Context: an optimization exercise on an open-source flow, tuned for small area. The choices shown serve that exercise and are no tape-out recipe. RTL that was checked went through simulation tests only; none was proved equivalent to the original. No functional check of the RTL was part of run 1. Power and IR drop assume default switching activity. No driver is modelled on the clock port, so clocking that relies on it looks cheaper here than on a real chip.

`flow/run.sh`:
```
#!/bin/bash
# synth_recipe.tcl (not shown) runs the flow's synth.tcl, then flattens the netlist and writes it again
# the make line also repeats each setting of config.mk as NAME=value (left out here)
make -C /OpenROAD-flow-scripts/flow DESIGN_CONFIG=/design/flow/config.mk WORK_HOME=/design/flow/orfs CLKGATE_MAP_FILE= SYNTH_SCRIPT=/design/flow/synth_recipe.tcl finish
```
`flow/config.mk`:
```
export PLATFORM = sky130hd
export DESIGN_NAME = m24aa01_eeprom
export DESIGN_NICKNAME = m24aa01_eeprom
export VERILOG_FILES = /design/flow/design.v
export SDC_FILE = /design/flow/constraint.sdc
export NUM_CORES = 4
export LEC_CHECK = 0
export CAP_MARGIN = 20
export CORE_MARGIN = 2
export CORE_UTILIZATION = 85
export CTS_BUF_LIST = sky130_fd_sc_hd__clkbuf_16
export CTS_CLUSTER_DIAMETER = 80
export CTS_CLUSTER_SIZE = 32
export PLACE_DENSITY = 0.92
export SLEW_MARGIN = 20
```
`flow/constraint.sdc`:
```
create_clock -name core_clock -period 6.0 [get_ports {clock}]
set_input_delay 1.2000 -clock core_clock [delete_from_list [all_inputs] [get_ports {clock}]]
set_output_delay 1.2000 -clock core_clock [all_outputs]
set_load 0.01 [all_outputs]
```
`flow/design.v`:
```
module m24aa01_eeprom (
  input  logic clock,
  input  logic rst_n,
  input  logic a0,
  input  logic a1,
  input  logic a2,
  input  logic wp,
  input  logic scl_i,
  input  logic sda_i,
  output logic sda_oe,
  output logic busy
);
  localparam int          AW         = 7;
  localparam int          OFFW       = 3;
  localparam int          PAGE_SIZE  = 8;
  localparam int          NPAGES     = 16;
  localparam int          TWC_CYCLES = 5000;
  localparam int          CW         = 13;
  localparam logic [7:0]  INIT_VALUE = 8'hFF;
  typedef enum logic [3:0] {
    S_IDLE,
    S_DEV_ADDR,
    S_DEV_ACK,
    S_WORD_ADDR,
    S_WORD_ACK,
    S_WR_DATA,
    S_WR_ACK,
    S_RD_DATA,
    S_RD_ACK
  } state_t;
  logic unused_pins;
  assign unused_pins = a0 ^ a1 ^ a2;
  logic scl_s1_q, scl_s2_q, scl_prev_q;
  logic sda_s1_q, sda_s2_q, sda_prev_q;
  always_ff @(posedge clock or negedge rst_n) begin
    if (!rst_n) begin
      scl_s1_q   <= 1'b1;
      scl_s2_q   <= 1'b1;
      scl_prev_q <= 1'b1;
      sda_s1_q   <= 1'b1;
      sda_s2_q   <= 1'b1;
      sda_prev_q <= 1'b1;
    end else begin
      scl_s1_q   <= scl_i;
      scl_s2_q   <= scl_s1_q;
      scl_prev_q <= scl_s2_q;
      sda_s1_q   <= sda_i;
      sda_s2_q   <= sda_s1_q;
      sda_prev_q <= sda_s2_q;
    end
  end
  logic scl_rise, scl_fall, start_det, stop_det;
  assign scl_rise  = scl_s2_q & ~scl_prev_q;
  assign scl_fall  = ~scl_s2_q & scl_prev_q;
  assign start_det = scl_s2_q & scl_prev_q & sda_prev_q & ~sda_s2_q;
  assign stop_det  = scl_s2_q & scl_prev_q & ~sda_prev_q & sda_s2_q;
  state_t              state_q;
  logic [3:0]          bit_cnt_q;
  logic [7:0]          shift_q;
  logic                rw_q;
  logic                master_ack_q;
  logic [AW-1:0]       pointer_q;
  logic                sda_oe_q;
  logic [PAGE_SIZE-1:0] valid_q;
  logic [7:0]          page_buf_q [PAGE_SIZE];
  logic                busy_q;
  logic [CW-1:0]       busy_cnt_q;
  logic [7:0]          mem_rd;
  logic [AW-1:0]       ptr_inc;
  logic [OFFW-1:0]     ptr_off;
  logic [OFFW-1:0]     ptr_off_inc;
  logic                byte_done;
  logic                commit_d;
  logic [15:0][7:0]    ring_q [PAGE_SIZE];
  logic [3:0]          phase_q;      
  logic                init_q;       
  logic                wr_act_q;     
  logic                wr_hit;
  logic [7:0]          rd_a_q;       
  logic                a_ok_q;       
  logic                ahead_q;      
  logic                rd_load;
  logic [AW-1:0]       fetch_addr;
  logic                fetch_hit;
  logic [7:0]          fetch_data;
  logic                ptr_load;
  logic                ptr_step;
  assign mem_rd      = rd_a_q;
  assign ptr_inc     = pointer_q + AW'(1);
  assign ptr_off     = pointer_q[OFFW-1:0];
  assign ptr_off_inc = ptr_off + OFFW'(1);
  assign byte_done   = scl_fall && (bit_cnt_q == 4'd8);
  assign commit_d = stop_det && (state_q == S_WR_DATA) && (bit_cnt_q <= 4'd1)
                    && (|valid_q) && !wp;
  assign rd_load  = !start_det && !stop_det && scl_fall &&
                    (((state_q == S_DEV_ACK) && rw_q) ||
                     ((state_q == S_RD_ACK) && master_ack_q));
  assign ptr_step = !start_det && !stop_det && (state_q == S_RD_DATA) && byte_done;
  assign ptr_load = !start_det && !stop_det && byte_done &&
                    ((state_q == S_WORD_ADDR) || (state_q == S_WR_DATA));
  always_ff @(posedge clock or negedge rst_n) begin
    if (!rst_n) begin
      state_q      <= S_IDLE;
      bit_cnt_q    <= '0;
      shift_q      <= '0;
      rw_q         <= 1'b0;
      master_ack_q <= 1'b0;
      pointer_q    <= '0;
      sda_oe_q     <= 1'b0;
      valid_q      <= '0;
    end else if (start_det) begin
      state_q   <= S_DEV_ADDR;
      bit_cnt_q <= '0;
      sda_oe_q  <= 1'b0;
      if (!(wr_act_q && !wr_hit)) valid_q <= '0;
    end else if (stop_det) begin
      state_q   <= S_IDLE;
      bit_cnt_q <= '0;
      sda_oe_q  <= 1'b0;
      if (!(wr_act_q && !wr_hit) && !commit_d) valid_q <= '0;
    end else begin
      if (wr_hit) valid_q <= '0;
      case (state_q)
        S_IDLE: begin
          sda_oe_q <= 1'b0;
        end
        S_DEV_ADDR: begin
          if (scl_rise) begin
            shift_q   <= {shift_q[6:0], sda_s2_q};
            bit_cnt_q <= bit_cnt_q + 4'd1;
          end else if (byte_done) begin
            bit_cnt_q <= '0;
            if (shift_q[7:4] == 4'b1010 && !busy_q) begin
              sda_oe_q <= 1'b1;
              rw_q     <= shift_q[0];
              state_q  <= S_DEV_ACK;
            end else begin
              sda_oe_q <= 1'b0;
              state_q  <= S_IDLE;
            end
          end
        end
        S_DEV_ACK: begin
          if (scl_fall) begin
            bit_cnt_q <= '0;
            if (rw_q) begin
              shift_q  <= mem_rd;
              sda_oe_q <= ~mem_rd[7];
              state_q  <= S_RD_DATA;
            end else begin
              sda_oe_q <= 1'b0;
              state_q  <= S_WORD_ADDR;
            end
          end
        end
        S_WORD_ADDR: begin
          if (scl_rise) begin
            shift_q   <= {shift_q[6:0], sda_s2_q};
            bit_cnt_q <= bit_cnt_q + 4'd1;
          end else if (byte_done) begin
            bit_cnt_q <= '0;
            pointer_q <= shift_q[AW-1:0];
            sda_oe_q  <= 1'b1;
            state_q   <= S_WORD_ACK;
          end
        end
        S_WORD_ACK: begin
          if (scl_fall) begin
            bit_cnt_q <= '0;
            sda_oe_q  <= 1'b0;
            state_q   <= S_WR_DATA;
          end
        end
        S_WR_DATA: begin
          if (scl_rise) begin
            shift_q   <= {shift_q[6:0], sda_s2_q};
            bit_cnt_q <= bit_cnt_q + 4'd1;
          end else if (byte_done) begin
            bit_cnt_q           <= '0;
            valid_q[ptr_off]    <= 1'b1;
            pointer_q           <= {pointer_q[AW-1:OFFW], ptr_off_inc};
            sda_oe_q            <= 1'b1;
            state_q             <= S_WR_ACK;
          end
        end
        S_WR_ACK: begin
          if (scl_fall) begin
            bit_cnt_q <= '0;
            sda_oe_q  <= 1'b0;
            state_q   <= S_WR_DATA;
          end
        end
        S_RD_DATA: begin
          if (scl_rise) begin
            bit_cnt_q <= bit_cnt_q + 4'd1;
          end else if (scl_fall) begin
            if (bit_cnt_q == 4'd8) begin
              sda_oe_q  <= 1'b0;
              pointer_q <= ptr_inc;
              state_q   <= S_RD_ACK;
            end else begin
              sda_oe_q <= ~shift_q[6];
              shift_q  <= {shift_q[6:0], 1'b0};
            end
          end
        end
        S_RD_ACK: begin
          if (scl_rise) begin
            master_ack_q <= ~sda_s2_q;
          end else if (scl_fall) begin
            bit_cnt_q <= '0;
            if (master_ack_q) begin
              shift_q  <= mem_rd;
              sda_oe_q <= ~mem_rd[7];
              state_q  <= S_RD_DATA;
            end else begin
              sda_oe_q <= 1'b0;
              state_q  <= S_IDLE;
            end
          end
        end
        default: begin
          state_q  <= S_IDLE;
          sda_oe_q <= 1'b0;
        end
      endcase
    end
  end
  always_ff @(posedge clock) begin
    if (!start_det && !stop_det && (state_q == S_WR_DATA) && !scl_rise && byte_done) begin
      page_buf_q[ptr_off] <= shift_q;
    end
  end
  always_ff @(posedge clock or negedge rst_n) begin
    if (!rst_n) begin
      phase_q  <= '0;
      init_q   <= 1'b1;
      wr_act_q <= 1'b0;
    end else begin
      phase_q <= phase_q + 4'd1;
      if (phase_q == 4'd15) init_q <= 1'b0;
      if (commit_d)         wr_act_q <= 1'b1;
      else if (wr_hit)      wr_act_q <= 1'b0;
    end
  end
  assign wr_hit = wr_act_q && (phase_q == pointer_q[AW-1:OFFW]);
  for (genvar r = 0; r < PAGE_SIZE; r++) begin : g_ring
    logic [7:0] ins;
    assign ins = init_q                ? INIT_VALUE    :
                 (wr_hit && valid_q[r]) ? page_buf_q[r] : ring_q[r][0];
    always_ff @(posedge clock) begin
      ring_q[r] <= {ins, ring_q[r][15:1]};
    end
  end
  assign fetch_addr = ahead_q ? ptr_inc : pointer_q;
  assign fetch_hit  = !init_q && (phase_q == fetch_addr[AW-1:OFFW]);
  assign fetch_data = ring_q[fetch_addr[OFFW-1:0]][0];
  always_ff @(posedge clock or negedge rst_n) begin
    if (!rst_n) begin
      rd_a_q  <= INIT_VALUE;
      a_ok_q  <= 1'b1;
      ahead_q <= 1'b0;
    end else begin
      if (rd_load) begin
        ahead_q <= 1'b1;
      end else if (ptr_step || ((start_det || stop_det) && ahead_q)) begin
        ahead_q <= 1'b0;
      end
      if (ptr_load || wr_hit || rd_load || ((start_det || stop_det) && ahead_q)) begin
        a_ok_q <= 1'b0;
      end else if (fetch_hit && !a_ok_q) begin
        rd_a_q <= fetch_data;
        a_ok_q <= 1'b1;
      end
    end
  end
  localparam logic [CW-1:0] LFSR_START = 13'h1FFF;
  localparam logic [CW-1:0] LFSR_END   = 13'h193E;
  logic [CW-1:0] busy_cnt_next;
  assign busy_cnt_next = {busy_cnt_q[CW-2:0],
                          busy_cnt_q[12] ^ busy_cnt_q[3] ^ busy_cnt_q[2] ^ busy_cnt_q[0]};
  always_ff @(posedge clock) begin
    busy_cnt_q <= commit_d ? LFSR_START : busy_cnt_next;
  end
  always_ff @(posedge clock or negedge rst_n) begin
    if (!rst_n) begin
      busy_q     <= 1'b0;
    end else begin
      if (commit_d) begin
        busy_q <= 1'b1;
      end else if (busy_q && (busy_cnt_q == LFSR_END)) begin
        busy_q <= 1'b0;
      end
    end
  end
  assign sda_oe = sda_oe_q;
  assign busy   = busy_q;
endmodule
```
==> results of run 1 <==
[how the worst max path moves through the flow]
stage	startpoint	to	slack, ns	cells past startpoint
global placement	pointer_q[0]	rd_a_q[6]	2.57	7
floorplan	pointer_q[0]	rd_a_q[7]	3.46	10
[cells by family after synthesis]
kind of cell	count (synthesis)
xor gates and xnor gates	15
AOI/OAI and AO/OA	134
adders and majority gates	7
buffers and inverters	66
DFF	1158
and+or+nand+nor	391
muxes	38
[synthesized netlist by cell type (all sizes together), types with 2 or more instances]
cell type  number
nor3b           4
nor3           14
clkbuf         46
dfrtp          41
nor4           10
buf             7
o21ai          31
a2bb2oi         6
edfxtp         64
and3           12
o211ai          5
a22oi           5
a32oi           4
or4             3
nand3b          5
dfstp          16
xor2           10
inv            13
dfxtp        1037
nand2         190
a32o           10
nand3          79
a31oi           3
mux2i          13
a211oi          3
nand2b         18
a2111oi         2
a221o           2
nor4b           3
or2             2
a221oi          6
nand4           5
nor2           24
a222oi          8
o2111ai         3
a22o            5
xnor2           5
o22ai           4
a21o            4
and3b           5
and2            4
mux2           25
ha              7
nor2b          10
a21oi          24
[per-stage QoR]
step / area (um2) / setup WS [ns] / hold WS (ns) / cells
after floorplan: 27900 / 3.46 / 0.310 / 1809
after global placement: 28300 / 2.57 / 0.310 / 2214
[power groups by stage]
stage	Combinational, mW	Sequential (mW)	Clock, mW
floorplan	0.0610	7.97	0
global placement	0.0755	7.99	0
==> impl_metrics.env, run 1 <==
export IMPL_muxShareOfSynthArea_pct=1.49
export IMPL_haltStage="detailed placement"
export IMPL_rows=66
export IMPL_syn_cell_area_mm2=0.0279
export IMPL_ys_ff_latch=1158
export IMPL_die_y_um=185
export IMPL_synthXorXnorAreaFrac_pct=0.470
export IMPL_io_pins=10
export IMPL_synth_compound_area_share_pct=3.55
export IMPL_synthAdderAreaFrac_pct=0.314
export IMPL_seq_area_frac_synth_pct=86.4
export IMPL_status="did not finish"
export IMPL_syn_inst=1809
export IMPL_synth_warnings=2
export IMPL_numPortBuffers=6
export IMPL_gp_congestion=0.889
export IMPL_syn_nets=1824
export IMPL_yosys_top_cells_area="dfxtp_1 74%, edfxtp_1 6.9%, dfrtp_1 3.7%"
export IMPL_synth_edf_count=64
export IMPL_avgSynthCellArea_um2=15.4
export IMPL_synth_top_area_share_pct=74.3
export IMPL_stop_error="[ERROR DPL-0033] detailed placement checks failed during check placement."
export IMPL_yosysTopAreaCell="dfxtp_1"
export IMPL_synth_top_family_by_area="simple AND/OR/NAND/NOR gates"
export IMPL_start_util_pct=86.0
export IMPL_dp_hpwl_um=37900
export IMPL_yosys_area_share_simple_pct=6.65
export IMPL_synth_distinct_cells=71
export IMPL_async_reset_ff_share_pct=4.92
export IMPL_die_width_um=185
export IMPL_synth_ff_type="dfxtp_1"
==> run 2, diff against run 1 <==
--- a/flow/design.v
+++ b/flow/design.v
@@ -104,5 +104,2 @@
       bit_cnt_q    <= '0;
-      shift_q      <= '0;
-      rw_q         <= 1'b0;
-      master_ack_q <= 1'b0;
       pointer_q    <= '0;
@@ -128,3 +125,2 @@
           if (scl_rise) begin
-            shift_q   <= {shift_q[6:0], sda_s2_q};
             bit_cnt_q <= bit_cnt_q + 4'd1;
@@ -134,3 +130,2 @@
               sda_oe_q <= 1'b1;
-              rw_q     <= shift_q[0];
               state_q  <= S_DEV_ACK;
@@ -146,3 +141,2 @@
             if (rw_q) begin
-              shift_q  <= mem_rd;
               sda_oe_q <= ~mem_rd[7];
@@ -157,3 +151,2 @@
           if (scl_rise) begin
-            shift_q   <= {shift_q[6:0], sda_s2_q};
             bit_cnt_q <= bit_cnt_q + 4'd1;
@@ -175,3 +168,2 @@
           if (scl_rise) begin
-            shift_q   <= {shift_q[6:0], sda_s2_q};
             bit_cnt_q <= bit_cnt_q + 4'd1;
@@ -202,3 +194,2 @@
               sda_oe_q <= ~shift_q[6];
-              shift_q  <= {shift_q[6:0], 1'b0};
             end
@@ -207,8 +198,5 @@
         S_RD_ACK: begin
-          if (scl_rise) begin
-            master_ack_q <= ~sda_s2_q;
-          end else if (scl_fall) begin
+          if (scl_fall) begin
             bit_cnt_q <= '0;
             if (master_ack_q) begin
-              shift_q  <= mem_rd;
               sda_oe_q <= ~mem_rd[7];
@@ -226,2 +214,32 @@
       endcase
+    end
+  end
+  always_ff @(posedge clock) begin
+    if (!start_det && !stop_det) begin
+      case (state_q)
+        S_DEV_ADDR: begin
+          if (scl_rise) begin
+            shift_q <= {shift_q[6:0], sda_s2_q};
+          end else if (byte_done && shift_q[7:4] == 4'b1010 && !busy_q) begin
+            rw_q <= shift_q[0];
+          end
+        end
+        S_WORD_ADDR, S_WR_DATA: begin
+          if (scl_rise) shift_q <= {shift_q[6:0], sda_s2_q};
+        end
+        S_DEV_ACK: begin
+          if (scl_fall && rw_q) shift_q <= mem_rd;
+        end
+        S_RD_DATA: begin
+          if (!scl_rise && scl_fall && bit_cnt_q != 4'd8) shift_q <= {shift_q[6:0], 1'b0};
+        end
+        S_RD_ACK: begin
+          if (scl_rise) begin
+            master_ack_q <= ~sda_s2_q;
+          end else if (scl_fall && master_ack_q) begin
+            shift_q <= mem_rd;
+          end
+        end
+        default: ;
+      endcase
     end
--- a/flow/config.mk
+++ b/flow/config.mk
@@ -9,3 +9,3 @@
 export CORE_MARGIN = 2
-export CORE_UTILIZATION = 85
+export CORE_UTILIZATION = 70
 export CTS_BUF_LIST = sky130_fd_sc_hd__clkbuf_16
@@ -13,3 +13,3 @@
 export CTS_CLUSTER_SIZE = 32
-export PLACE_DENSITY = 0.92
+export PLACE_DENSITY = 0.8
 export SLEW_MARGIN = 20
==> run 2 against run 1 <==
Effect of this change:
- the run now finishes clean
- synthesized cell count grew 3.3%
- area after synthesis grew 0.77%
==> impl_metrics.env, run 2 <==
export IMPL_dp_worst_setup_slack_ns=2.28
export IMPL_power_mw=11.6
export IMPL_combPwrFrac_pct=1.8
export IMPL_async_reset_ff_share_pct=4.06
export IMPL_multi_input_area_mm2=0.00364
export IMPL_p_sw_mw=2.36
export IMPL_syn_nets=1885
export IMPL_ys_ff_latch=1158
export IMPL_vdd_drop_max_mv=0.386
export IMPL_track_usage_pct=25.1
export IMPL_finalSetupTns_ns=0
export IMPL_numPortBuffers=6
export IMPL_synth_distinct_cells=73
export IMPL_core_area_mm2=0.0397
export IMPL_hp_class="flip-flop to flip-flop"
export IMPL_cts_made_buffers=42
export IMPL_cts_path_max_buffers=3
export IMPL_wire_per_inst_um=21.3
export IMPL_synth_warnings=2
export IMPL_start_util_pct=70.8
export IMPL_vias_per_cell=5.39
export IMPL_yosys_top_cells_count="1,037 x dfxtp_1, 157 x nand3_1, 116 x nand2_1"
export IMPL_ff_latch_area_mm2=0.0242
export IMPL_layout_commonest_cell="dfxtp_1"
export IMPL_io_pins=10
export IMPL_slew_viol_final=0
export IMPL_largest_reg_flops=1024
export IMPL_drt_pass1_iterations=5
export IMPL_clk_pin_slew_ns=0.12
export IMPL_critPathLaunchType="flip-flop"
export IMPL_reg2reg_to="rd_a_q[3]"
export IMPL_die_width_um=204
export IMPL_num_vias=13000
export IMPL_hold_violations=0
export IMPL_syn_cell_area_mm2=0.0281
export IMPL_synth_ff_type="dfxtp_1"
export IMPL_dieArea_mm2=0.0418
export IMPL_avgSynthCellArea_um2=15.1
export IMPL_largest_register="ring_q"
export IMPL_cap_violations=0
export IMPL_gp_congestion=0.920
export IMPL_ff2ff_path_depth=7
export IMPL_worst_pin_slew_ns=1.07
export IMPL_maxSlewHeadroom_pct=28.3
export IMPL_r2r_slack_ns=2.24
export IMPL_rows=73
export IMPL_yosys_top_cells_area="dfxtp_1 74%, edfxtp_1 7.9%, nand3_1 2.8%"
export IMPL_grt_pass1_wl_um=77300
export IMPL_power_density_mw_per_mm2=389
export IMPL_timing_final_crit_share_pct=62.6
export IMPL_crit_path_max_fanout=27
export IMPL_nets=1882
export IMPL_timing_final_ws_setup_ns=2.24
export IMPL_critPathKind="flip-flop to flip-flop"
export IMPL_setup_worst_path_start="pointer_q[1]"
export IMPL_drt_iter0_markers=1024
export IMPL_seqPwrFrac_pct=68.4
export IMPL_dp_hpwl_um=31300
export IMPL_synth_top_area_share_pct=73.8
export IMPL_swShare_pct=20.3
export IMPL_htreeDepth=2
export IMPL_antenna_found_initial=1
export IMPL_worstPathRequired_ns=6.56
export IMPL_clk_latency_ns=0.61
export IMPL_overflow=0
export IMPL_synth_edf_count=74
export IMPL_post_cts_buffers=0
export IMPL_drive_above_1_share_pct=5.27
export IMPL_cts_sinks=1158
export IMPL_synth_most_common_cell="dfxtp_1"
export IMPL_reg_top3="ring_q (1024), page_buf_q (64), busy_cnt_q (13)"
export IMPL_postCtsHoldBufs=0
export IMPL_antennaDiodeCount=0
export IMPL_rsz0062_at_grt="no"
export IMPL_crit_end="rd_a_q[3]"
export IMPL_seq_area_frac_synth_pct=85.9
export IMPL_crit_path_end_kind="flip-flop"
export IMPL_cts_tree="built"
export IMPL_drt_wl_total_um=51200
export IMPL_grt_pass1_vias=13100
export IMPL_worstReg2RegStart="pointer_q[1]"
export IMPL_min_from="ring_q[6][91]"
export IMPL_syn_to_final_growth_pct=5.95
export IMPL_final_antenna_net_count=0
export IMPL_power_internal_mw=9.25
export IMPL_syn_inst=1869
export IMPL_fmax_ghz=0.266
export IMPL_p_leak_nw=11.7
export IMPL_status="finished clean"
export IMPL_post_cts_resized=0
export IMPL_pwr_share_clk_pct=29.8
export IMPL_yosysTopAreaCell="dfxtp_1"
export IMPL_layout_min_cycle_time_ns=3.76
export IMPL_fillers=2270
export IMPL_grt_max_degree=76
export IMPL_finClkSkew_ns=0.0195
export IMPL_finish_utilization_pct=75.0
export IMPL_final_cell_mix="1,037 x dfxtp_1, 157 x nand3_1, 116 x nand2_1, 74 x edfxtp_1, 62 x o21ai_0"
export IMPL_crit_arrival_ns=4.31
export IMPL_die_y_um=204
export IMPL_setup_viol=0
export IMPL_drc=0
export IMPL_clockRootBuffer="clkbuf_16"
run 2: layer usage:
| layer | vias up | share of wire (%) | global-route usage (%) | routed length [um] |
|---|---|---|---|---|
| li1 | 6185 | - | - | - |
| met1 | 6276 | 42 | 32.6 | 21800 |
| met2 | 379 | 50 | 42.8 | 25400 |
| met3 | 119 | 4.5 | 4.25 | 2300 |
| met4 | 2 | 3.4 | 9.16 | 1720 |
| met5 | - | 0.014 | 0 | 7 |
run 2: power by group through the flow:
stage               logic (mW)  clock network (mW)  registers (mW)
floorplan                0.134                   0            8.05
global placement         0.202                   0            8.11
detailed placement       0.206                   0            8.11
CTS                      0.206                3.52            7.93
global route             0.228                3.77            7.94
finish                   0.209                3.46            7.94
run 2: through the flow:
stage / instance area [um2] / cells / hold WS, ns
global route: 29800 / 2405 / 0.331
detailed placement: 28600 / 2347 / 0.312
CTS: 29800 / 2405 / 0.324
global placement: 28600 / 2347 / 0.310
floorplan: 28100 / 1869 / 0.310
finish: 29800 / 2405 / 0.324
run 2: cell type report:
| cell class | instances | area share, % |
|---|---|---|
| clock inverter | 15 | 0.273 |
| sequential | 1158 | 81.1 |
| multi-input combinational | 635 | 12.2 |
| clock buffer | 43 | 3.61 |
| inverter | 15 | 0.193 |
| tap | 525 | 2.20 |
| timing repair buffer | 14 | 0.395 |
run 2: worst min path at each step:
stage                                 to  slack (ns)  cells after the start
after floorplan             ring_q[0][0]        0.31                      0
after global placement     ring_q[6][50]        0.31                      0
after detailed placement  ring_q[0][107]        0.31                      0
after CTS                  ring_q[6][83]        0.32                      0
after global routing       ring_q[0][20]        0.33                      0
final                      ring_q[6][83]        0.32                      0
run 2: kinds of logic after synthesis:
family	share of synthesized area [%]
xor gates and xnor gates	0.667
muxes	0.698
AOI/OAI and AO/OA	3.33
and+or+nand+nor	7.86
adders and majority gates	0.356
buffers and inverters	1.16
DFF	85.9
run 2: worst max-delay path, cell delays in order (launching register included):
cell and delay, ns:
dfrtp_1 0.83, inv_1 0.19, ha_1 0.92, nor4b_1 0.12
a2111oi_0 0.85, nand3_1 0.13, or3_1 0.40, mux2_2 0.27
==> run 3, diff against run 2 <==
--- a/flow/design.v
+++ b/flow/design.v
@@ -64,3 +64,3 @@
   logic [PAGE_SIZE-1:0] valid_q;
-  logic [7:0]          page_buf_q [PAGE_SIZE];
+  logic [PAGE_SIZE-1:0][7:0] page_buf_q;
   logic                busy_q;
@@ -78,5 +78,5 @@
   logic                wr_hit;
-  logic [7:0]          rd_a_q;       
   logic                a_ok_q;       
   logic                ahead_q;      
+  logic                fetch_cap;
   logic                rd_load;
@@ -87,3 +87,3 @@
   logic                ptr_step;
-  assign mem_rd      = rd_a_q;
+  assign mem_rd      = page_buf_q[0];
   assign ptr_inc     = pointer_q + AW'(1);
@@ -246,5 +246,11 @@
   end
-  always_ff @(posedge clock) begin
-    if (!start_det && !stop_det && (state_q == S_WR_DATA) && !scl_rise && byte_done) begin
-      page_buf_q[ptr_off] <= shift_q;
+  logic pb_write;
+  assign pb_write = !start_det && !stop_det && (state_q == S_WR_DATA) && !scl_rise && byte_done;
+  for (genvar r = 0; r < PAGE_SIZE; r++) begin : g_pb
+    always_ff @(posedge clock) begin
+      if (pb_write && (ptr_off == OFFW'(r))) begin
+        page_buf_q[r] <= shift_q;
+      end else if ((r == 0) && fetch_cap) begin
+        page_buf_q[r] <= fetch_data;
+      end
     end
@@ -274,7 +280,17 @@
   assign fetch_hit  = !init_q && (phase_q == fetch_addr[AW-1:OFFW]);
-  assign fetch_data = ring_q[fetch_addr[OFFW-1:0]][0];
+  logic [PAGE_SIZE-1:0][7:0] taps;
+  logic [PAGE_SIZE-1:0]      fetch_oh;
+  for (genvar r = 0; r < PAGE_SIZE; r++) begin : g_tap
+    assign taps[r]     = ring_q[r][0];
+    assign fetch_oh[r] = (fetch_addr[OFFW-1:0] == OFFW'(r));
+  end
+  m24aa01_eeprom_tap_mux u_tap_mux (
+    .taps (taps),
+    .sel  (fetch_oh),
+    .data (fetch_data)
+  );
+  assign fetch_cap = fetch_hit && !a_ok_q && !(|valid_q);
   always_ff @(posedge clock or negedge rst_n) begin
     if (!rst_n) begin
-      rd_a_q  <= INIT_VALUE;
-      a_ok_q  <= 1'b1;
+      a_ok_q  <= 1'b0;
       ahead_q <= 1'b0;
@@ -288,4 +304,3 @@
         a_ok_q <= 1'b0;
-      end else if (fetch_hit && !a_ok_q) begin
-        rd_a_q <= fetch_data;
+      end else if (fetch_cap) begin
         a_ok_q <= 1'b1;
@@ -316 +331,11 @@
 endmodule
+module m24aa01_eeprom_tap_mux (
+  input  logic [7:0][7:0] taps,
+  input  logic [7:0]      sel,
+  output logic [7:0]      data
+);
+  always_comb begin
+    data = '0;
+    for (int r = 0; r < 8; r++) data |= {8{sel[r]}} & taps[r];
+  end
+endmodule
==> flow/flow/run.sh (new file) <==
#!/bin/bash
# The standard layout (the standard.sh), with clock tree synthesis run
# without dummy loads. Each tool's full log stays in orfs/logs/; the make
# output is kept in flow_make.log.
set -euo pipefail
export CTS_ARGS="-sink_clustering_enable -repair_clock_nets -dont_use_dummy_load -sink_clustering_size 32 -sink_clustering_max_diameter 80 -buf_list sky130_fd_sc_hd__clkbuf_16"
bash standard.sh finish > flow_make.log 2>&1
==> flow/standard.sh (new file) <==
#!/bin/bash
# synth_recipe.tcl (not shown) runs the flow's synth.tcl, then flattens the netlist and writes it again
# the make line also repeats each setting of config.mk as NAME=value (left out here)
make -C /OpenROAD-flow-scripts/flow DESIGN_CONFIG=/design/flow/config.mk WORK_HOME=/design/flow/orfs CLKGATE_MAP_FILE= SYNTH_SCRIPT=/design/flow/synth_recipe.tcl "${@:-finish}"
removed: flow/run.sh
==> run 3 against run 2 <==
Effect of this change:
- worst hold slack got worse by 0.051 ns
- utilization rose by 0.25 points
- via count fell by 11%
==> impl_metrics.env, run 3 <==
export IMPL_status="finished clean"
export IMPL_grt_pass1_wl_um=65600
export IMPL_layout_commonest_cell="dfxtp_1"
export IMPL_die_width_um=202
export IMPL_reg2reg_to="page_buf_q[1]"
export IMPL_setup_viol=0
export IMPL_post_cts_buffers=0
export IMPL_yosys_top_cells_count="1,037 x dfxtp_1, 92 x nand2_1, 74 x edfxtp_1"
export IMPL_cts_path_max_buffers=3
export IMPL_critPathSlowestCell="o22ai_1"
export IMPL_start_util_pct=70.9
export IMPL_syn_nets=1677
export IMPL_final_cell_mix="1,037 x dfxtp_1, 92 x nand2_1, 74 x edfxtp_1, 67 x mux2i_1, 43 x clkbuf_16"
export IMPL_grt_pass1_vias=11500
export IMPL_crit_arrival_ns=3.59
export IMPL_rsz0062_at_grt="no"
export IMPL_hold_violations=0
export IMPL_drt_iter0_markers=899
export IMPL_rows=72
export IMPL_final_antenna_net_count=0
export IMPL_grt_max_degree=66
export IMPL_yosysTopAreaCell="dfxtp_1"
export IMPL_r2r_slack_ns=2.87
export IMPL_hp_class="flip-flop to flip-flop"
export IMPL_fmax_ghz=0.320
export IMPL_cts_made_buffers=43
export IMPL_clockRootBuffer="clkbuf_16"
export IMPL_holdPathEnd="ring_q[7][102]"
export IMPL_cts_tree="built"
export IMPL_reg_top3="ring_q (1024), page_buf_q (64), busy_cnt_q (13)"
export IMPL_synth_edf_count=74
export IMPL_cts_sinks=1150
export IMPL_syn_to_final_growth_pct=6.11
export IMPL_ys_ff_latch=1150
export IMPL_post_cts_resized=0
export IMPL_worstPathRequired_ns=6.46
export IMPL_synth_distinct_cells=79
export IMPL_finClkSkew_ns=0.0734
export IMPL_drt_pass1_iterations=7
export IMPL_dp_hpwl_um=26400
export IMPL_worst_pin_slew_ns=0.978
export IMPL_vias_per_cell=5.24
export IMPL_maxSlewHeadroom_pct=34.8
export IMPL_slew_viol_final=0
export IMPL_avgSynthCellArea_um2=16.6
export IMPL_num_vias=11500
export IMPL_io_pins=10
export IMPL_gp_congestion=0.871
export IMPL_core_area_mm2=0.0387
export IMPL_postCtsHoldBufs=0
export IMPL_overflow=0
export IMPL_drive_above_1_share_pct=5.47
export IMPL_critPathKind="flip-flop to flip-flop"
export IMPL_largest_reg_flops=1024
export IMPL_dieArea_mm2=0.0409
export IMPL_syn_cell_area_mm2=0.0275
export IMPL_whs_path_depth=0
export IMPL_nets=1705
export IMPL_worstReg2RegStart="pointer_q[0]"
export IMPL_cap_violations=0
export IMPL_timing_final_crit_share_pct=52.1
export IMPL_htreeDepth=2
export IMPL_critical_path_max_stage_delay_ns=0.74
export IMPL_antennaDiodeCount=0
export IMPL_synth_top_area_share_pct=75.5
export IMPL_power_mw=12.1
export IMPL_syn_inst=1655
export IMPL_wire_per_inst_um=19.4
export IMPL_cp_common_cell="ha_1"
export IMPL_die_y_um=202
export IMPL_synth_warnings=3
export IMPL_numPortBuffers=6
export IMPL_drt_wl_total_um=42800
export IMPL_power_density_mw_per_mm2=414
export IMPL_min_from="ring_q[7][110]"
export IMPL_p_leak_nw=12.1
export IMPL_drc=0
export IMPL_clk_pin_slew_ns=0.11
export IMPL_track_usage_pct=21.5
export IMPL_synth_ff_type="dfxtp_1"
export IMPL_finalSetupTns_ns=0
export IMPL_largest_register="ring_q"
export IMPL_crit_path_max_fanout=17
export IMPL_vdd_drop_max_mv=0.369
export IMPL_async_reset_ff_share_pct=3.39
export IMPL_seq_area_frac_synth_pct=87.2
export IMPL_critPathLaunchType="flip-flop"
export IMPL_ff2ff_path_depth=7
export IMPL_antenna_found_initial=0
export IMPL_clk_latency_ns=0.60
export IMPL_path_cells="ha_1 -> ha_1 -> nand2b_1 -> o22ai_1 -> a22oi_1 -> and4_1 -> a21oi_1"
export IMPL_layout_min_cycle_time_ns=3.13
export IMPL_crit_path_end_kind="flip-flop"
export IMPL_synth_most_common_cell="dfxtp_1"
export IMPL_yosys_top_cells_area="dfxtp_1 76%, edfxtp_1 8.1%, dfrtp_1 2.9%"
==> run 3: changes by cell type after synthesis, moves of 22 or more <==
cell and change:
clkbuf_1 -22, nand3_1 -151, nand2_1 -24, a22oi_1 +30, mux2i_1 +62, o21ai_0 -50
==> run 3: area by class of cell <==
class	instances	area, um2
flip-flops and latches	1150	24000
multi-input cells	467	3350
clock buffers	43	1080
fillers	2226	9580
repair buffers	9	77.6
inverters	12	46.3
well taps	518	648
==> run 3: worst max-delay path by stage <==
stage                 start  cells after the start  slack [ns]       endpoint
5_1_grt        pointer_q[0]                      7        2.78  page_buf_q[2]
3_5_place_dp   pointer_q[0]                      7        3.06  page_buf_q[6]
3_3_place_gp   pointer_q[0]                      7        3.12  page_buf_q[6]
4_1_cts        pointer_q[0]                      7        3.03  page_buf_q[1]
2_1_floorplan    state_q[1]                      4        3.53     shift_q[0]
6_report       pointer_q[0]                      7        2.87  page_buf_q[1]
==> run 3: logic make-up (layout without fill, tap and decap cells) <==
group                      count (synthesis)  count (layout)  share of synthesized area (%)
DFF                                     1150            1150                           87.2
buffers and inverters                     38              64                          0.646
and+or+nand+nor                          230             230                           4.72
adders and majority gates                 14              14                          0.637
AOI/OAI and AO/OA                        133             133                           3.51
muxes                                     78              78                           2.89
xor gates and xnor gates                  12              12                          0.382
==> run 3: power by group <==
| part | switching, mW | internal, mW | total (mW) |
|---|---|---|---|
| clock | 2.04 | 1.30 | 3.34 |
| combinational | 0.455 | 0.269 | 0.723 |
| sequential | 0.201 | 7.81 | 8.01 |
| total | 2.70 | 9.38 | 12.1 |
==> run 3: metrics by stage <==
step | cells | util [%] | hold slack (ns) | instance area, um2 | worst slack, ns
after global routing | 2199 | 75.3 | 0.270 | 29200 | 2.78
after global placement | 2156 | 72.5 | 0.310 | 28100 | 3.12
after detailed placement | 2156 | 72.5 | 0.312 | 28100 | 3.06
after CTS | 2199 | 75.3 | 0.275 | 29200 | 3.03
after floorplan | 1655 | - | 0.310 | 27500 | 3.53
final | 2199 | 75.3 | 0.273 | 29200 | 2.87
==> run 3: worst max-delay path, delay by kind of cell (launching register included) <==
family,cells,cell delay [ns]
flops,1,0.72
fa+ha+maj,2,0.62
compound gates,3,1.14
simple gates,2,0.51
==> run 3: metal layers <==
layer / part of all wire [%] / wire (um) / up-vias / track usage [%]
met5: 0 / 0 / - / 0
met4: 3.6 / 1560 / 0 / 8.65
met3: 4.1 / 1770 / 104 / 3.03
met2: 47 / 19900 / 320 / 34.4
met1: 46 / 19500 / 5585 / 30.0
li1: - / - / 5514 / -
==> run 4, diff against run 3 <==
==> flow/flow/run.sh (replaced) <==
#!/bin/bash
# The standard layout (the standard.sh), with clock tree synthesis run
# without dummy loads. Each tool's full log stays in orfs/logs/; the make
# output is kept in flow_make.log.
set -euo pipefail
export CTS_ARGS="-sink_clustering_enable -repair_clock_nets -dont_use_dummy_load -sink_clustering_size 34 -sink_clustering_max_diameter 80 -buf_list sky130_fd_sc_hd__clkbuf_16"
bash standard.sh finish > flow_make.log 2>&1
==> run 4 against run 3 <==
Effect of this change:
- count of clock-buffer cells in the layout is 2 lower
- fmax down 1.3%
- via count down 0.80%
- final area is 0.17% lower
- cell count barely moved
- area after synthesis stayed put
- sequential power about the same
- routed wire length down 2.0%
- first-iteration DRC count is 3.9% higher
- synthesized cell count stayed put
==> impl_metrics.env, run 4 <==
export IMPL_htreeDepth=2
export IMPL_grt_max_degree=66
export IMPL_synth_edf_count=74
export IMPL_yosys_top_cells_area="dfxtp_1 76%, edfxtp_1 8.1%, dfrtp_1 2.9%"
export IMPL_timing_final_crit_share_pct=52.8
export IMPL_die_y_um=202
export IMPL_layout_commonest_cell="dfxtp_1"
export IMPL_fmax_ghz=0.315
export IMPL_cts_path_max_buffers=3
export IMPL_p_sw_mw=2.69
export IMPL_hold_violations=0
export IMPL_drt_pass1_iterations=5
export IMPL_crit_arrival_ns=3.60
export IMPL_fillers=2236
export IMPL_fin_hold_ws_ns=0.275
export IMPL_crit_path_max_fanout=17
export IMPL_synth_most_common_cell="dfxtp_1"
export IMPL_syn_inst=1655
export IMPL_numPortBuffers=6
export IMPL_reg_top3="ring_q (1024), page_buf_q (64), busy_cnt_q (13)"
export IMPL_dieArea_mm2=0.0409
export IMPL_seqPwrFrac_pct=66.7
export IMPL_antennaDiodeCount=0
export IMPL_vdd_drop_max_mv=0.370
export IMPL_track_usage_pct=20.9
export IMPL_largest_register="ring_q"
export IMPL_vias_per_cell=5.20
export IMPL_gp_congestion=0.871
export IMPL_cts_made_buffers=41
export IMPL_syn_nets=1677
export IMPL_synth_top_area_share_pct=75.5
export IMPL_io_pins=10
export IMPL_yosysTopAreaCell="dfxtp_1"
export IMPL_start_util_pct=70.9
export IMPL_setup_viol=0
export IMPL_syn_to_final_growth_pct=5.93
export IMPL_num_vias=11400
export IMPL_overflow=0
export IMPL_critPathKind="flip-flop to flip-flop"
export IMPL_drt_iter0_markers=934
export IMPL_die_width_um=202
export IMPL_cap_violations=0
export IMPL_maxSlewHeadroom_pct=34.7
export IMPL_rows=72
export IMPL_postCtsHoldBufs=0
export IMPL_critPathLaunchType="flip-flop"
export IMPL_syn_cell_area_mm2=0.0275
export IMPL_final_antenna_net_count=0
export IMPL_core_area_mm2=0.0387
export IMPL_post_cts_buffers=0
export IMPL_synth_distinct_cells=79
export IMPL_rsz0062_at_grt="no"
export IMPL_wire_per_inst_um=19.1
export IMPL_worst_pin_slew_ns=0.980
export IMPL_finalSetupTns_ns=0
export IMPL_cts_tree="built"
export IMPL_clk_latency_ns=0.59
export IMPL_pwr_share_clk_pct=27.3
export IMPL_yosys_top_cells_count="1,037 x dfxtp_1, 92 x nand2_1, 74 x edfxtp_1"
export IMPL_grt_pass1_wl_um=64000
export IMPL_slew_viol_final=0
export IMPL_post_cts_resized=0
export IMPL_drc=0
export IMPL_clockRootBuffer="clkbuf_16"
export IMPL_seq_area_frac_synth_pct=87.2
export IMPL_synth_ff_type="dfxtp_1"
export IMPL_drive_above_1_share_pct=5.36
export IMPL_p_leak_nw=12.0
export IMPL_worstPathRequired_ns=6.43
export IMPL_synth_warnings=3
export IMPL_async_reset_ff_share_pct=3.39
export IMPL_antenna_found_initial=1
export IMPL_power_internal_mw=9.33
export IMPL_status="finished clean"
export IMPL_drt_wl_total_um=41900
export IMPL_power_density_mw_per_mm2=413
export IMPL_hp_class="flip-flop to flip-flop"
export IMPL_grt_pass1_vias=11400
export IMPL_combPwrFrac_pct=6.0
export IMPL_ys_ff_latch=1150
export IMPL_clk_pin_slew_ns=0.11
export IMPL_crit_path_end_kind="flip-flop"
export IMPL_dp_hpwl_um=26400
export IMPL_layout_min_cycle_time_ns=3.17
export IMPL_finClkSkew_ns=0.0596
export IMPL_final_cell_mix="1,037 x dfxtp_1, 92 x nand2_1, 74 x edfxtp_1, 67 x mux2i_1, 41 x clkbuf_16"
export IMPL_largest_reg_flops=1024
export IMPL_swShare_pct=22.4
export IMPL_cts_sinks=1150
export IMPL_nets=1703
export IMPL_avgSynthCellArea_um2=16.6
[run 4: cell counts after synthesis]
No cell type changed its count.
[run 4: cells by family after synthesis]
group | synth area share, %
AND/OR/NAND/NOR | 4.72
XOR/XNOR | 0.382
AO/OA/AOI/OAI | 3.51
multiplexers | 2.89
buffers and inverters | 0.646
adder cells (fa/ha/maj) | 0.637
flip-flops | 87.2
[run 4: area by class of cell]
| cell class | instances | area, um2 | share of cell area, % |
|---|---|---|---|
| Clock buffer | 41 | 1030 | 3.52 |
| Inverter | 12 | 46.3 | 0.159 |
| Multi-Input combinational cell | 467 | 3350 | 11.5 |
| Sequential cell | 1150 | 24000 | 82.3 |
| Tap cell | 518 | 648 | 2.23 |
| Timing Repair Buffer | 9 | 77.6 | 0.266 |
[run 4: final timing paths]
check	from	to	slack, ns	depth (start not counted)
max	pointer_q[0]	page_buf_q[1]	2.83	7
min	ring_q[6][36]	ring_q[6][28]	0.27	0
max reg2reg	pointer_q[0]	page_buf_q[1]	2.83	7
min reg2reg	ring_q[6][36]	ring_q[6][28]	0.27	0
max in group asynchronous	rst_n	valid_q[4]	4.64	1
min in group asynchronous	rst_n	sda_oe_q	0.74	1
[run 4: power by group through the flow]
stage	registers (mW)	logic (mW)	clock network [mW]
after floorplan	8.05	0.623	0
after global placement	8.18	0.680	0
after detailed placement	8.18	0.703	0
after CTS	8.01	0.711	3.34
after global routing	8.03	0.792	3.58
final	8.02	0.723	3.28
[run 4: critical path: stages, from the launching register on]
cell     delay, ns
dfrtp_1       0.73
inv_1         0.23
ha_1          0.53
nand2_1       0.15
o22ai_1       0.72
a22oi_1       0.27
and4_1        0.28
a21oi_1       0.14
[run 4: stage by stage]
| step | total power [mW] | cell area, um2 | utilization [%] | std cells | worst slack (ns) |
|---|---|---|---|---|---|
| after detailed placement | 8.88 | 28100 | 72.5 | 2156 | 3.06 |
| after global placement | 8.86 | 28100 | 72.5 | 2156 | 3.12 |
| final | 12.0 | 29100 | 75.2 | 2197 | 2.83 |
| after CTS | 12.1 | 29100 | 75.1 | 2197 | 3.02 |
| after floorplan | 8.68 | 27500 | - | 1655 | 3.53 |
| after global routing | 12.4 | 29100 | 75.2 | 2197 | 2.77 |
[run 4: per-layer routing]
layer	up-vias	global-route usage [%]	wire length (um)
met4	0	7.61	1370
met5	-	0	0
met2	287	33.6	19300
met3	93	2.85	1720
li1	5520	-	-
met1	5531	29.7	19500
==> run 5, diff against run 4 <==
==> flow/run.sh (new file) <==
#!/bin/bash
# synth_recipe.tcl (not shown) runs the flow's synth.tcl, then flattens the netlist and writes it again
# the make line also repeats each setting of config.mk as NAME=value (left out here)
make -C /OpenROAD-flow-scripts/flow DESIGN_CONFIG=/design/flow/config.mk WORK_HOME=/design/flow/orfs CLKGATE_MAP_FILE= SYNTH_SCRIPT=/design/flow/synth_recipe.tcl finish
removed: flow/flow/run.sh
removed: flow/standard.sh
==> run 5 against run 4 <==
Effect of this change:
- critical path type unchanged
- critical path depth did not move
- clock skew down 0.021 ns
- register-to-register slack gained 0.08 ns
==> impl_metrics.env, run 5 <==
export IMPL_status="finished clean"
export IMPL_ff2ff_path_depth=7
export IMPL_reg_top3="ring_q (1024), page_buf_q (64), busy_cnt_q (13)"
export IMPL_post_cts_resized=0
export IMPL_htreeDepth=2
export IMPL_wire_per_inst_um=19.4
export IMPL_slew_viol_final=0
export IMPL_timing_final_crit_share_pct=51.6
export IMPL_cts_tree="built"
export IMPL_m1WireLength_um=19500
export IMPL_yosysTopAreaCell="dfxtp_1"
export IMPL_numPortBuffers=6
export IMPL_synth_ff_type="dfxtp_1"
export IMPL_clk_latency_ns=0.61
export IMPL_placed_area_mm2=0.0281
export IMPL_vias_per_cell=5.24
export IMPL_syn_inst=1655
export IMPL_maxUsedRoutingLayer="met4"
export IMPL_syn_to_final_growth_pct=6.55
export IMPL_ys_ff_latch=1150
export IMPL_grt_pass1_vias=11600
export IMPL_finalSetupTns_ns=0
export IMPL_power_density_mw_per_mm2=418
export IMPL_drive_above_1_share_pct=5.72
export IMPL_vdd_drop_max_mv=0.389
export IMPL_gp_congestion=0.871
export IMPL_whs_path_depth=0
export IMPL_layout_commonest_cell="dfxtp_1"
export IMPL_dp_worst_setup_slack_ns=3.06
export IMPL_cts_sinks=1150
export IMPL_stdcell_area_mm2=0.0293
export IMPL_antenna_found_initial=0
export IMPL_io_pins=10
export IMPL_nets=1705
export IMPL_avgSynthCellArea_um2=16.6
export IMPL_maxSlewHeadroom_pct=34.5
export IMPL_met2_length_um=20100
export IMPL_crit_path_max_fanout=17
export IMPL_timing_final_ws_setup_ns=2.91
export IMPL_drt_pass1_iterations=6
export IMPL_hold_violations=0
export IMPL_num_vias=11600
export IMPL_worst_pin_slew_ns=0.983
export IMPL_layout_min_cycle_time_ns=3.09
export IMPL_async_reset_ff_share_pct=3.39
export IMPL_synth_warnings=3
export IMPL_crit_path_end_kind="flip-flop"
export IMPL_worstPathRequired_ns=6.46
export IMPL_drt_iter0_markers=845
export IMPL_die_y_um=202
export IMPL_rows=72
export IMPL_finish_utilization_pct=75.6
export IMPL_setup_viol=0
export IMPL_critPathKind="flip-flop to flip-flop"
export IMPL_drc=0
export IMPL_dp_hpwl_um=26400
export IMPL_overflow=0
export IMPL_die_width_um=202
export IMPL_syn_nets=1677
export IMPL_drt_wl_total_um=43000
export IMPL_yosys_top_cells_area="dfxtp_1 76%, edfxtp_1 8.1%, dfrtp_1 2.9%"
export IMPL_p_leak_nw=12.2
export IMPL_track_usage_pct=21.5
export IMPL_wl_met3_um=1810
export IMPL_post_cts_buffers=0
export IMPL_syn_cell_area_mm2=0.0275
export IMPL_synth_edf_count=74
export IMPL_start_util_pct=70.9
export IMPL_largest_reg_flops=1024
export IMPL_cap_violations=0
export IMPL_clockRootBuffer="clkbuf_16"
export IMPL_cts_made_buffers=43
export IMPL_finClkSkew_ns=0.0389
export IMPL_synth_most_common_cell="dfxtp_1"
export IMPL_core_area_mm2=0.0387
export IMPL_synth_top_area_share_pct=75.5
export IMPL_postCtsHoldBufs=0
export IMPL_dieArea_mm2=0.0409
export IMPL_hp_class="flip-flop to flip-flop"
export IMPL_setup_worst_path_start="pointer_q[0]"
export IMPL_largest_register="ring_q"
export IMPL_grt_pass1_wl_um=65800
export IMPL_final_antenna_net_count=0
export IMPL_crit_arrival_ns=3.56
export IMPL_worstReg2RegStart="pointer_q[0]"
export IMPL_cts_path_max_buffers=3
export IMPL_antennaDiodeCount=0
export IMPL_final_cell_mix="1,037 x dfxtp_1, 92 x nand2_1, 74 x edfxtp_1, 67 x mux2i_1, 43 x clkbuf_16"
export IMPL_fmax_ghz=0.323
export IMPL_yosys_top_cells_count="1,037 x dfxtp_1, 92 x nand2_1, 74 x edfxtp_1"
export IMPL_rsz0062_at_grt="no"
export IMPL_min_from="ring_q[7][110]"
export IMPL_clk_pin_slew_ns=0.12
export IMPL_critPathLaunchType="flip-flop"
export IMPL_grt_max_degree=66
export IMPL_synth_distinct_cells=79
export IMPL_seq_area_frac_synth_pct=87.2
## run 5: area by class of cell
class,instances,area [um2]
clock buffer,43,1080
clock inverter,16,121
multi-input combinational,467,3350
timing repair buffer,9,77.6
tap,518,648
fill,2213,9450
sequential,1150,24000
inverter,12,46.3
## run 5: worst paths after layout
| kind | end | slack, ns |
|---|---|---|
| min reg2reg | ring_q[7][102] | 0.31 |
| max in group asynchronous | valid_q[4] | 4.71 |
| max | page_buf_q[1] | 2.91 |
| min in group asynchronous | pointer_q[2] | 0.71 |
| max reg2reg | page_buf_q[1] | 2.91 |
| min | ring_q[7][102] | 0.31 |
## run 5: cells by family after synthesis
kind of cell,share of synthesized area (%)
AOI/OAI and AO/OA,3.51
buffers and inverters,0.646
muxes,2.89
and+or+nand+nor,4.72
xor gates and xnor gates,0.382
DFF,87.2
adders and majority gates,0.637
## run 5: stage by stage
stage               total power, mW  cells  hold WS (ns)
finish                         12.2   2215         0.309
global route                   12.6   2215         0.308
CTS                            12.3   2215         0.313
detailed placement             8.88   2156         0.312
global placement               8.86   2156         0.310
floorplan                      8.68   1655         0.310
## run 5: where the power goes
part           switching [mW]  internal, mW  total [mW]
clock network            2.14          1.35        3.49
registers               0.201          7.81        8.01
logic                   0.457         0.269       0.725
total                    2.80          9.43        12.2
## run 5: critical path: stages, from the launching register on
cell and delay [ns]:
dfrtp_1 0.71, ha_1 0.33, ha_1 0.28, nand2b_1 0.25, o22ai_1 0.71, a22oi_1 0.27, and4_1 0.27, a21oi_1 0.13
## run 5: layer usage
metal,up-vias,global-route usage (%)
met2,320,34.6
met3,104,3.13
met5,-,0
met4,0,8.26
li1,5534,-
met1,5644,30.1
==> run 6, diff against run 5 <==
==> flow/flow/run.sh (new file) <==
#!/bin/bash
# The standard layout (standard.sh) with two changes:
#  * synthesis runs flow/synth_area.tcl, the standard flow's synthesis script with ABC's
#    final mapping done by the area-oriented flow/abc_area.script;
#  * clock tree synthesis inserts no dummy loads.
# Each tool's full log is under orfs/logs/; make's output goes to
# flow_synth.log and flow_make.log in this folder.
set -euo pipefail
here=$(pwd)
export MY_ABC_SCRIPT="$here/flow/abc_area.script"
bash standard.sh "SYNTH_SCRIPT=$here/flow/synth_area.tcl" synth > flow_synth.log 2>&1
export CTS_ARGS="-sink_clustering_enable -repair_clock_nets -dont_use_dummy_load -sink_clustering_size 34 -sink_clustering_max_diameter 80 -buf_list sky130_fd_sc_hd__clkbuf_16"
bash standard.sh finish > flow_make.log 2>&1
==> flow/flow/abc_area.script (new file) <==
strash
balance
rewrite
refactor
balance
rewrite
rewrite -z
balance
refactor -z
rewrite -z
balance
dch
amap
topo
stime -c
==> flow/flow/synth_area.tcl (new file) <==
# The standard synthesis script (synth_recipe.tcl), except that the final
# ABC technology mapping uses the area-oriented script in $MY_ABC_SCRIPT in
# place of ORFS's speed script. Flip-flop mapping (dfflibmap) is unchanged,
# so the registers are those of the standard synthesis.
proc synth {args} { yosys synth -nofsm -noshare {*}$args }
proc abc {args} {
  set i [lsearch -exact $args -script]
  if {$i >= 0} { lset args [expr {$i + 1}] $::env(MY_ABC_SCRIPT) }
  yosys abc {*}$args
}
source $::env(SCRIPTS_DIR)/synth.tcl
# left out here: clear keep_hierarchy, flatten, clean up, hide names made inside functions, write 1_2_yosys.v
==> flow/standard.sh (new file) <==
#!/bin/bash
# synth_recipe.tcl (not shown) runs the flow's synth.tcl, then flattens the netlist and writes it again
# the make line also repeats each setting of config.mk as NAME=value (left out here)
make -C /OpenROAD-flow-scripts/flow DESIGN_CONFIG=/design/flow/config.mk WORK_HOME=/design/flow/orfs CLKGATE_MAP_FILE= SYNTH_SCRIPT=/design/flow/synth_recipe.tcl "${@:-finish}"
removed: flow/run.sh
==> run 6 against run 5 <==
Effect of this change:
- count of clock-buffer cells in the layout decreased by 2
- still clean
- critical endpoint is now page_buf_q[6]
- global-route usage is 1.1 points higher
- cell count fell by 2.6%
==> impl_metrics.env, run 6 <==
export IMPL_status="finished clean"
export IMPL_synth_top_area_share_pct=77.9
export IMPL_synth_ff_type="dfxtp_1"
export IMPL_post_cts_resized=0
export IMPL_worst_pin_slew_ns=1.01
export IMPL_yosys_top_cells_area="dfxtp_1 78%, edfxtp_1 8.3%, dfrtp_1 3.0%"
export IMPL_cap_violations=0
export IMPL_crit_arrival_ns=4.12
export IMPL_ys_ff_latch=1150
export IMPL_crit_path_max_fanout=8
export IMPL_final_cell_mix="1,037 x dfxtp_1, 91 x clkinv_1, 74 x edfxtp_1, 64 x nor2_1, 54 x a221o_1"
export IMPL_timing_final_crit_share_pct=62.2
export IMPL_die_y_um=199
export IMPL_io_pins=10
export IMPL_cts_made_buffers=41
export IMPL_slew_viol_final=0
export IMPL_synth_warnings=3
export IMPL_yosys_top_cells_count="1,037 x dfxtp_1, 91 x clkinv_1, 74 x edfxtp_1"
export IMPL_core_area_mm2=0.0376
export IMPL_avgSynthCellArea_um2=16.7
export IMPL_cts_sinks=1150
export IMPL_rsz0062_at_grt="no"
export IMPL_drc=0
export IMPL_drt_pass1_iterations=5
export IMPL_synth_most_common_cell="dfxtp_1"
export IMPL_critical_path_max_stage_delay_ns=0.72
export IMPL_maxSlewHeadroom_pct=32.3
export IMPL_critPathLaunchType="flip-flop"
export IMPL_htreeDepth=2
export IMPL_clk_pin_slew_ns=0.11
export IMPL_die_width_um=199
export IMPL_setup_worst_path_start="pointer_q[2]"
export IMPL_nets=1670
export IMPL_async_reset_ff_share_pct=3.39
export IMPL_reg_top3="ring_q (1024), page_buf_q (64), busy_cnt_q (13)"
export IMPL_fmax_ghz=0.268
export IMPL_grt_pass1_wl_um=64800
export IMPL_worstReg2RegStart="pointer_q[2]"
export IMPL_hp_class="flip-flop to flip-flop"
export IMPL_power_density_mw_per_mm2=390
export IMPL_syn_nets=1619
export IMPL_numPortBuffers=6
export IMPL_layout_min_cycle_time_ns=3.73
export IMPL_finalSetupTns_ns=0
export IMPL_clockRootBuffer="clkbuf_16"
export IMPL_antennaDiodeCount=0
export IMPL_post_cts_buffers=0
export IMPL_yosysTopAreaCell="dfxtp_1"
export IMPL_synth_distinct_cells=45
export IMPL_whs_path_depth=0
export IMPL_overflow=0
export IMPL_finClkSkew_ns=0.0680
export IMPL_p_leak_nw=10.9
export IMPL_layout_commonest_cell="dfxtp_1"
export IMPL_r2r_slack_ns=2.27
export IMPL_grt_pass1_vias=11300
export IMPL_vias_per_cell=5.24
export IMPL_reg2reg_to="page_buf_q[6]"
export IMPL_gp_congestion=0.889
export IMPL_track_usage_pct=22.6
export IMPL_drive_above_1_share_pct=3.40
export IMPL_vdd_drop_max_mv=0.290
export IMPL_path_cells="clkinv_1 -> ha_1 -> o22ai_1 -> clkinv_1 -> nor3_1 -> clkinv_1 -> o22ai_1 -> a211oi_1 -> a32oi_1"
export IMPL_power_mw=11.1
export IMPL_final_antenna_net_count=0
export IMPL_start_util_pct=70.9
export IMPL_worstPathRequired_ns=6.38
export IMPL_drt_wl_total_um=43500
export IMPL_ff2ff_path_depth=9
export IMPL_largest_register="ring_q"
export IMPL_dieArea_mm2=0.0397
export IMPL_antenna_found_initial=6
export IMPL_rows=71
export IMPL_critPathKind="flip-flop to flip-flop"
export IMPL_crit_path_end_kind="flip-flop"
export IMPL_fillers=2118
export IMPL_hold_violations=0
export IMPL_cts_tree="built"
export IMPL_syn_inst=1597
export IMPL_num_vias=11300
export IMPL_largest_reg_flops=1024
export IMPL_synth_edf_count=74
export IMPL_cp_common_cell="clkinv_1"
export IMPL_setup_viol=0
export IMPL_wire_per_inst_um=20.2
export IMPL_syn_cell_area_mm2=0.0267
export IMPL_seq_area_frac_synth_pct=89.9
export IMPL_cts_path_max_buffers=3
export IMPL_grt_max_degree=59
export IMPL_dp_hpwl_um=27300
export IMPL_clk_latency_ns=0.61
export IMPL_critPathSlowestCell="nor3_1"
export IMPL_crit_end="page_buf_q[6]"
export IMPL_syn_to_final_growth_pct=6.62
export IMPL_drt_iter0_markers=731
export IMPL_postCtsHoldBufs=0
## run 6: layout make-up
type	instances	area [um2]	area share (%)
inverters	91	342	1.20
well taps	511	639	2.25
flip-flops and latches	1150	24000	84.3
repair buffers	8	70.1	0.247
multi-input cells	356	2370	8.35
clock buffers	41	1030	3.61
## run 6: metal layers
metal | up-vias | part of all wire, % | global-route usage, %
met5 | - | 0.030 | 0
met4 | 2 | 4.0 | 9.09
met3 | 105 | 5.0 | 4.10
met1 | 5459 | 43 | 29.6
li1 | 5420 | - | -
met2 | 321 | 48 | 37.8
## run 6: through the flow
| stage | cells | instance area (um2) | util [%] | setup slack [ns] | hold slack [ns] |
|---|---|---|---|---|---|
| finish | 2157 | 28400 | 75.6 | 2.27 | 0.270 |
| floorplan | 1597 | 26700 | - | 2.72 | 0.310 |
| global route | 2157 | 28400 | 75.6 | 2.01 | 0.270 |
| global placement | 2116 | 27400 | 72.8 | 2.31 | 0.309 |
| CTS | 2157 | 28400 | 75.6 | 2.23 | 0.272 |
| detailed placement | 2116 | 27400 | 72.9 | 2.23 | 0.312 |
## run 6: where the power goes
part           internal [mW]  total (mW)  switching, mW
registers               7.73        7.75         0.0255
logic                 0.0249      0.0730         0.0481
clock network           1.24        3.27           2.02
total                   9.00        11.1           2.10
## run 6: worst min-delay path by stage
stage | from | end
final | ring_q[2][93] | ring_q[2][85]
after detailed placement | ring_q[1][29] | ring_q[1][21]
after floorplan | ring_q[0][8] | ring_q[0][0]
after CTS | ring_q[3][75] | ring_q[3][67]
after global routing | ring_q[3][70] | ring_q[3][62]
after global placement | ring_q[6][104] | ring_q[6][96]
## run 6: cells by family after synthesis
family,synth area share (%)
AO/OA/AOI/OAI,5.50
adder cells (fa/ha/maj),0.657
buffers and inverters,1.28
flip-flops,89.9
AND/OR/NAND/NOR,2.65
## run 6: worst max-delay path: cells and delay by family, from the launching register on
family                   cells  cell delay (ns)
adder cells (fa/ha/maj)      1             0.42
AND/OR/NAND/NOR              1             0.72
AO/OA/AOI/OAI                4             1.02
flip-flops                   1             0.56
buffers and inverters        3             0.84
==> run 7, diff against run 6 <==
--- a/flow/flow/run.sh
+++ b/flow/flow/run.sh
@@ -11,3 +11,3 @@
 bash standard.sh "SYNTH_SCRIPT=$here/flow/synth_area.tcl" synth > flow_synth.log 2>&1
-export CTS_ARGS="-sink_clustering_enable -repair_clock_nets -dont_use_dummy_load -sink_clustering_size 34 -sink_clustering_max_diameter 80 -buf_list sky130_fd_sc_hd__clkbuf_16"
+export CTS_ARGS="-sink_clustering_enable -repair_clock_nets -dont_use_dummy_load -sink_clustering_size 35 -sink_clustering_max_diameter 80 -buf_list sky130_fd_sc_hd__clkbuf_16"
 bash standard.sh finish > flow_make.log 2>&1
==> run 7 against run 6 <==
Effect of this change:
- still clean on timing, DRC and antenna
- non-clock buffer count did not move
- critical path type unchanged
- fmax fell by 1.3%
- final area fell by 0.16%
- area after synthesis did not move
- sequential share of layout area rose by 0.13 points
- first-iteration DRC count rose by 23%
- worst setup slack got worse by 0.048 ns
- sequential power barely moved
==> impl_metrics.env, run 7 <==
export IMPL_cap_violations=0
export IMPL_synth_edf_count=74
export IMPL_whs_path_depth=0
export IMPL_nets=1668
export IMPL_drt_pass1_iterations=5
export IMPL_rows=71
export IMPL_avgSynthCellArea_um2=16.7
export IMPL_crit_arrival_ns=4.17
export IMPL_post_cts_buffers=0
export IMPL_yosys_top_cells_area="dfxtp_1 78%, edfxtp_1 8.3%, dfrtp_1 3.0%"
export IMPL_syn_nets=1619
export IMPL_vias_per_cell=5.25
export IMPL_placed_cells=2116
export IMPL_core_area_mm2=0.0376
export IMPL_yosys_top_cells_count="1,037 x dfxtp_1, 91 x clkinv_1, 74 x edfxtp_1"
export IMPL_drc=0
export IMPL_num_vias=11300
export IMPL_ff2ff_path_depth=9
export IMPL_crit_buf_inv=3
export IMPL_htreeDepth=2
export IMPL_vdd_drop_max_mv=0.290
export IMPL_post_cts_resized=0
export IMPL_critPathLaunchType="flip-flop"
export IMPL_finalSetupTns_ns=0
export IMPL_critPathKind="flip-flop to flip-flop"
export IMPL_track_usage_pct=22.1
export IMPL_grt_pass1_vias=11200
export IMPL_cts_path_max_buffers=3
export IMPL_syn_inst=1597
export IMPL_finClkSkew_ns=0.0492
export IMPL_wire_per_inst_um=19.7
export IMPL_final_antenna_net_count=0
export IMPL_largest_reg_flops=1024
export IMPL_critPathSlowestCell="nor3_1"
export IMPL_synth_ff_type="dfxtp_1"
export IMPL_yosysTopAreaCell="dfxtp_1"
export IMPL_stdcell_area_mm2=0.0284
export IMPL_fillers=2117
export IMPL_clockRootBuffer="clkbuf_16"
export IMPL_synth_warnings=3
export IMPL_final_cells=2155
export IMPL_antennaDiodeCount=0
export IMPL_io_pins=10
export IMPL_async_reset_ff_share_pct=3.39
export IMPL_cts_made_buffers=39
export IMPL_drive_above_1_share_pct=3.35
export IMPL_status="finished clean"
export IMPL_path_cells="clkinv_1 -> ha_1 -> o22ai_1 -> clkinv_1 -> nor3_1 -> clkinv_1 -> o22ai_1 -> a211oi_1 -> a32oi_1"
export IMPL_dieArea_mm2=0.0397
export IMPL_largest_register="ring_q"
export IMPL_slew_viol_final=0
export IMPL_worstPathRequired_ns=6.39
export IMPL_critical_path_top_delay_family="compound AO/OA/AOI/OAI gates"
export IMPL_critical_path_max_stage_delay_ns=0.75
export IMPL_syn_to_final_growth_pct=6.45
export IMPL_timing_final_ws_setup_ns=2.22
export IMPL_crit_path_end_kind="flip-flop"
export IMPL_p_leak_nw=10.9
export IMPL_power_density_mw_per_mm2=388
export IMPL_grt_max_degree=59
export IMPL_drt_iter0_markers=901
export IMPL_final_cell_mix="1,037 x dfxtp_1, 91 x clkinv_1, 74 x edfxtp_1, 64 x nor2_1, 54 x a221o_1"
export IMPL_die_width_um=199
export IMPL_cts_sinks=1150
export IMPL_cp_common_cell="clkinv_1"
export IMPL_placed_area_mm2=0.0274
export IMPL_gp_congestion=0.889
export IMPL_layout_min_cycle_time_ns=3.78
export IMPL_maxSlewHeadroom_pct=38.6
export IMPL_hold_violations=0
export IMPL_clk_pin_slew_ns=0.11
export IMPL_rsz0062_at_grt="no"
export IMPL_overflow=0
export IMPL_reg_top3="ring_q (1024), page_buf_q (64), busy_cnt_q (13)"
export IMPL_setup_viol=0
export IMPL_antenna_found_initial=2
export IMPL_numPortBuffers=6
export IMPL_dp_worst_setup_slack_ns=2.23
export IMPL_timing_final_crit_share_pct=63.0
export IMPL_die_y_um=199
export IMPL_worst_pin_slew_ns=0.922
export IMPL_drt_wl_total_um=42500
export IMPL_grt_pass1_wl_um=63800
export IMPL_hp_class="flip-flop to flip-flop"
export IMPL_crit_path_max_fanout=8
export IMPL_synth_top_area_share_pct=77.9
export IMPL_syn_cell_area_mm2=0.0267
export IMPL_dp_hpwl_um=27300
export IMPL_cts_tree="built"
export IMPL_fmax_ghz=0.264
export IMPL_synth_most_common_cell="dfxtp_1"
export IMPL_ys_ff_latch=1150
export IMPL_synth_distinct_cells=45
export IMPL_postCtsHoldBufs=0
export IMPL_start_util_pct=70.9
export IMPL_clk_latency_ns=0.59
export IMPL_path_depth=9
export IMPL_layout_commonest_cell="dfxtp_1"
export IMPL_seq_area_frac_synth_pct=89.9
## run 7: power by group
group,internal (mW),switching [mW],total [mW]
clock network,1.19,2.01,3.19
registers,7.73,0.0255,7.75
logic,0.0249,0.0479,0.0728
total,8.94,2.08,11.0
## run 7: per-stage QoR
| step | total power, mW | utilization, % | hold slack [ns] |
|---|---|---|---|
| 6_report | 11.0 | 75.5 | 0.328 |
| 3_5_place_dp | 8.00 | 72.9 | 0.312 |
| 2_1_floorplan | 7.96 | - | 0.310 |
| 4_1_cts | 11.1 | 75.5 | 0.329 |
| 3_3_place_gp | 7.99 | 72.8 | 0.309 |
| 5_1_grt | 11.3 | 75.5 | 0.332 |
## run 7: layer usage
metal | global-route usage [%] | vias to the layer above | wire length [um]
li1 | - | 5405 | -
met1 | 29.7 | 5463 | 18800
met2 | 36.6 | 348 | 20100
met5 | 0 | - | 0
met4 | 9.54 | 0 | 1610
met3 | 3.02 | 97 | 2100
## run 7: cell type report
cell class	instances	area, um2	share of cell area [%]
multi-input combinational	356	2380	8.38
inverter	91	342	1.20
sequential	1150	24000	84.5
timing repair buffer	8	70.1	0.247
clock buffer	39	976	3.44
tap	511	639	2.25
## run 7: logic make-up (layout without fill, tap and decap cells)
kind of cell	Yosys count	in the layout	share of synthesized area (%)
DFF	1150	1150	89.9
AOI/OAI and AO/OA	189	189	5.50
and+or+nand+nor	153	153	2.65
buffers and inverters	91	138	1.28
adders and majority gates	14	14	0.657
## run 7: final timing paths
check / from / endpoint / slack (ns)
max: pointer_q[2] / page_buf_q[6] / 2.22
min: ring_q[3][122] / ring_q[3][114] / 0.33
max in group asynchronous: rst_n / valid_q[1] / 4.64
max reg2reg: pointer_q[2] / page_buf_q[6] / 2.22
min reg2reg: ring_q[3][122] / ring_q[3][114] / 0.33
min in group asynchronous: rst_n / bit_cnt_q[0] / 0.75
## run 7: worst register-to-register path: cells and delay by family (launching register included)
kind	cells	cell delay, ns
AO/OA/AOI/OAI	4	1.04
adder cells (fa/ha/maj)	1	0.42
AND/OR/NAND/NOR	1	0.75
buffers and inverters	3	0.86
flip-flops	1	0.54

## afterwards: timing with drivers on the ports
The results above use ideal ports. As a check the final layouts listed here were re-extracted and re-timed, cells and wires unchanged.
Step 1 assumes that a clkbuf_16 drives the clock port and a buf_2 every other input.
Step 2 moves the port delays by t, midway between the first and last clock arrival at a register: inputs arrive t later, outputs are due t later. That takes back most of the time a late clock gives input paths.
Slacks: ideal ports / drivers / drivers and shift; pairs: ideal ports / drivers.
| run | shift t [ns] | setup slack, ns | pins driven straight from the clock port |
|---|---|---|---|
| run 2 | 0.655 | 2.242 / 2.242 / 2.242 | 1 |
| run 3 | 0.619 | 2.872 / 2.872 / 2.872 | 1 |
| run 4 | 0.623 | 2.829 / 2.829 / 2.829 | 1 |
| run 5 | 0.641 | 2.906 / 2.906 / 2.906 | 1 |
| run 6 | 0.629 | 2.266 / 2.266 / 2.266 | 1 |
| run 7 | 0.623 | 2.217 / 2.217 / 2.217 | 1 |
After both steps setup and hold are still met in every run listed.
